This design comes from an exercise in tuning for small area on the open sky130 flow, not from production work.
The RTL was checked by simulation tests, not by an equivalence proof against the original design.
No activity file was given, so power comes from the tool's default toggle rates.

==> module mbrc_back, before the edit <==
module mbrc_back (
  input  wire logic                       clk,
  input  wire logic                       rst,
  input  wire logic                       job_valid,
  input  wire logic [mbrc_pkg::JOB_W-1:0] job,
  input  wire logic [15:0]                head_id,
  input  wire logic                       head_older,
  input  wire logic [7:0]                 head_unit,
  input  wire logic [2:0]                 head_function,
  input  wire logic [9:0]                 head_quantity,
  output logic                            job_done,
  output logic                            frame_done,
  input  wire logic                       pop,
  output logic                            empty,
  output logic [1:0]                      result_kind,
  output logic [15:0]                     result_value,
  output logic [9:0]                      result_item_index,
  output logic [2:0]                      result_status,
  output logic [31:0]                     result_total_count,
  output logic [31:0]                     result_failed_count,
  output logic                            result_last
);
  logic        out_valid;
  logic        mid;
  logic        advance;
  logic        j_word, j_frame, j_status, j_bits, j_ok;
  logic [2:0]  nb;
  logic        is_status;
  logic [9:0]  k;
  logic [7:0]  fbyte, id_byte;
  logic        id_borrow;
  logic [1:0]  kind_next;
  logic [15:0] value_next;
  logic [9:0]  index_next;
  logic [15:0] value_q;
  logic        last_next;
  logic        count_total, count_failed;
  assign empty   = !out_valid;
  assign advance = job_valid && (!out_valid || pop);
  always_comb begin
    j_word   = job[17];
    j_frame  = !job[17] && job[16];
    j_status = !job[17] && !job[16] && job[3];
    j_bits   = !job[17] && !job[16] && !job[3];
    j_ok     = j_word ? job[16] : job[7];
    nb       = job[6:4];
    k = (mid || (!j_frame && result_kind == mbrc_pkg::KIND_VALUE)) ?
        result_item_index + 10'd1 : 10'd0;
    id_borrow = head_older && (k[0] || head_id[7:0] == 8'd0);
    id_byte   = (k[0] ? head_id[7:0] : head_id[15:8]) - {7'd0, id_borrow};
    unique case (k[3:0])
      4'd0:    fbyte = id_byte;
      4'd1:    fbyte = id_byte;
      4'd5:    fbyte = mbrc_pkg::MBAP_LENGTH;
      4'd6:    fbyte = head_unit;
      4'd7:    fbyte = {5'd0, head_function};
      4'd8:    fbyte = job[15:8];
      4'd9:    fbyte = job[7:0];
      4'd10:   fbyte = {6'd0, head_quantity[9:8]};
      4'd11:   fbyte = head_quantity[7:0];
      default: fbyte = 8'd0;
    endcase
    is_status = j_status || (mid && j_word) || (mid && j_bits && result_item_index[2:0] == nb);
    kind_next   = mbrc_pkg::KIND_VALUE;
    value_next  = '0;
    index_next  = k;
    last_next   = 1'b0;
    if (is_status) begin
      kind_next   = mbrc_pkg::KIND_STATUS;
      index_next  = '0;
      value_next  = {13'd0, j_status ? job[2:0] : mbrc_pkg::ST_OK};
      last_next   = 1'b1;
    end else if (j_frame) begin
      kind_next  = mbrc_pkg::KIND_REQUEST;
      value_next = {8'd0, fbyte};
      last_next  = (k[3:0] == 4'd11);
    end else if (j_word) begin
      value_next = job[15:0];
      last_next  = !j_ok;
    end else begin
      value_next = {15'd0, job[{1'b1, k[2:0]}]};
      last_next  = (k[2:0] == nb) && !j_ok;
    end
    count_total  = j_frame || (j_status && (job[2:0] == mbrc_pkg::ST_BAD_FUNCTION ||
                                            job[2:0] == mbrc_pkg::ST_TOO_LONG));
    count_failed = j_status && (job[2:0] != mbrc_pkg::ST_OK);
    job_done   = advance && last_next;
    frame_done = job_done && j_frame;
  end
  assign result_value  = {value_q[15:3], result_kind[1] ? 3'd0 : value_q[2:0]};
  assign result_status = result_kind[1] ? value_q[2:0] : 3'd0;
  always_ff @(posedge clk) begin
    if (advance) begin
      result_kind       <= kind_next;
      value_q           <= value_next;
      result_item_index <= index_next;
      result_last       <= last_next;
    end
  end
  always_ff @(posedge clk) begin
    if (rst) begin
      out_valid           <= 1'b0;
      mid                 <= 1'b0;
      result_total_count  <= '0;
      result_failed_count <= '0;
    end else begin
      if (advance) begin
        out_valid <= 1'b1;
        mid       <= !last_next;
        if (!mid) begin
          result_total_count  <= result_total_count + {31'd0, count_total};
          result_failed_count <= result_failed_count + {31'd0, count_failed};
        end
      end else if (pop) begin
        out_valid <= 1'b0;
      end
    end
  end
endmodule
clock: 8.0 ns
lec_check: 0
cap_margin: 20
core_margin: 2
core_utilization: 40
slew_margin: 20
standard.sh (not shown) runs the stock make flow with config.mk's settings and CLKGATE_MAP_FILE= SYNTH_SCRIPT=/design/flow/synth_recipe.tcl, a recipe that flattens the netlist after the stock synthesis.
==> flow/flow/run.sh <==
#!/bin/bash
# Standard ORFS layout through the standard.sh, with three changes:
#  - synthesis: the standard flow's own synthesis script, but Yosys's abc maps the logic with an
#    area-oriented script (flow/area.script), and adders are left to abc instead of
#    being mapped to full/half adder cells first (ADDER_MAP_FILE empty); flip-flop
#    mapping and names are unchanged
#  - the port buffers are sky130_fd_sc_hd__buf_1
#  - clock tree synthesis uses small clock buffers and no dummy loads
# make's full output goes to flow_make.log in this folder; ORFS keeps each step's
# log under orfs/logs.
set -euo pipefail
HERE=$(pwd)
cat flow/abc_area.tcl synth_recipe.tcl > area_synth.tcl
export FLOW_ABC_SCRIPT=$HERE/flow/area.script
CTS="-sink_clustering_enable -repair_clock_nets -dont_use_dummy_load -buf_list {sky130_fd_sc_hd__clkbuf_4} -sink_clustering_size 10 -sink_clustering_max_diameter 50"
BUF="-buffer_cell sky130_fd_sc_hd__buf_1"
export BUFFER_PORTS_ARGS="$BUF"
export CTS_ARGS="$CTS"
bash standard.sh "SYNTH_SCRIPT=$HERE/area_synth.tcl" "ADDER_MAP_FILE=" "BUFFER_PORTS_ARGS=$BUF" "CTS_ARGS=$CTS" finish > flow_make.log 2>&1
==> flow/flow/abc_area.tcl <==
# Prepended to the standard flow's synthesis script (synth_recipe.tcl): Yosys's abc command maps the
# combinational logic with flow/area.script (area-oriented mapping) instead of ORFS's
# speed script. Everything else, flip-flop mapping included, is the standard synthesis.
proc abc {args} {
  set i [lsearch -exact $args -script]
  if {$i >= 0} {
    lset args [expr {$i + 1}] $::env(FLOW_ABC_SCRIPT)
  }
  puts "abc (area script): $args"
  yosys abc {*}$args
}
==> flow/flow/area.script <==
&get -n
&st
&dc2
&dch -f
&nf -a -p -R 1000 -C 32 -F 8 -A 8
&st
&dc2
&dch -f
&nf -a -p -R 1000 -C 32 -F 8 -A 8
&st
&dc2
&dch -f
&nf -a -p -R 1000 -C 32 -F 8 -A 8
&put
Then changed:
--- a/flow/design.v
+++ b/flow/design.v
@@ -312,7 +312,7 @@
   output logic                            result_last
 );
   logic        out_valid;
-  logic        mid;
+  logic        mid;           
   logic        advance;
   logic        j_word, j_frame, j_status, j_bits, j_ok;
   logic [2:0]  nb;
@@ -385,19 +385,19 @@
       result_kind       <= kind_next;
       value_q           <= value_next;
       result_item_index <= index_next;
-      result_last       <= last_next;
     end
   end
+  assign mid = !result_last;
   always_ff @(posedge clk) begin
     if (rst) begin
       out_valid           <= 1'b0;
-      mid                 <= 1'b0;
+      result_last         <= 1'b1;
       result_total_count  <= '0;
       result_failed_count <= '0;
     end else begin
       if (advance) begin
-        out_valid <= 1'b1;
-        mid       <= !last_next;
+        out_valid   <= 1'b1;
+        result_last <= last_next;
         if (!mid) begin
           result_total_count  <= result_total_count + {31'd0, count_total};
           result_failed_count <= result_failed_count + {31'd0, count_failed};
=> Via count rises by 2.6%. Synthesized area falls by 0.40%. Power increases by 11%. Die area drops by 0.39%. Routed wire length climbs by 3.5%. Clock power falls by 4.3%. Final cell count went up by 1.5%. Clock-buffer cell count goes down by 3. Global-route usage went up by 0.22 points. Core utilization is about the same. Hold slack hardly moves.

-- separate check: timing with driven ports --
The results above use ideal ports. As a check the final layouts listed here were re-extracted and re-timed, cells and wires unchanged.
Step 1 (the two cells are an assumption about what drives the block):
set clk [get_ports {clk}]
set_driving_cell -lib_cell sky130_fd_sc_hd__clkbuf_16 $clk
set_driving_cell -lib_cell sky130_fd_sc_hd__buf_2 [delete_from_list [all_inputs] $clk]
Step 2, shift: input delay + t, output delay - t, t = (earliest + latest rising clock arrival at the registers) / 2. This alone moves slack from input paths to output paths.
Slacks: no drivers / after step 1 / after step 2; pairs: no drivers / after step 1.
run | t, ns | setup WS [ns] | latest minus earliest clock arrival (ns) | pins driven straight from the clock port
the first run | 0.629 | 0.770 / 0.770 / 0.598 | 0.070 / 0.070 | 1
the second run | 0.730 | 0.763 / 0.763 / 0.538 | 0.055 / 0.055 | 1
After both steps setup and hold are still met in every run listed. The setup slack of the second run, which loses most, moves by 0.000 ns with the drivers and by -0.225 ns with both steps.
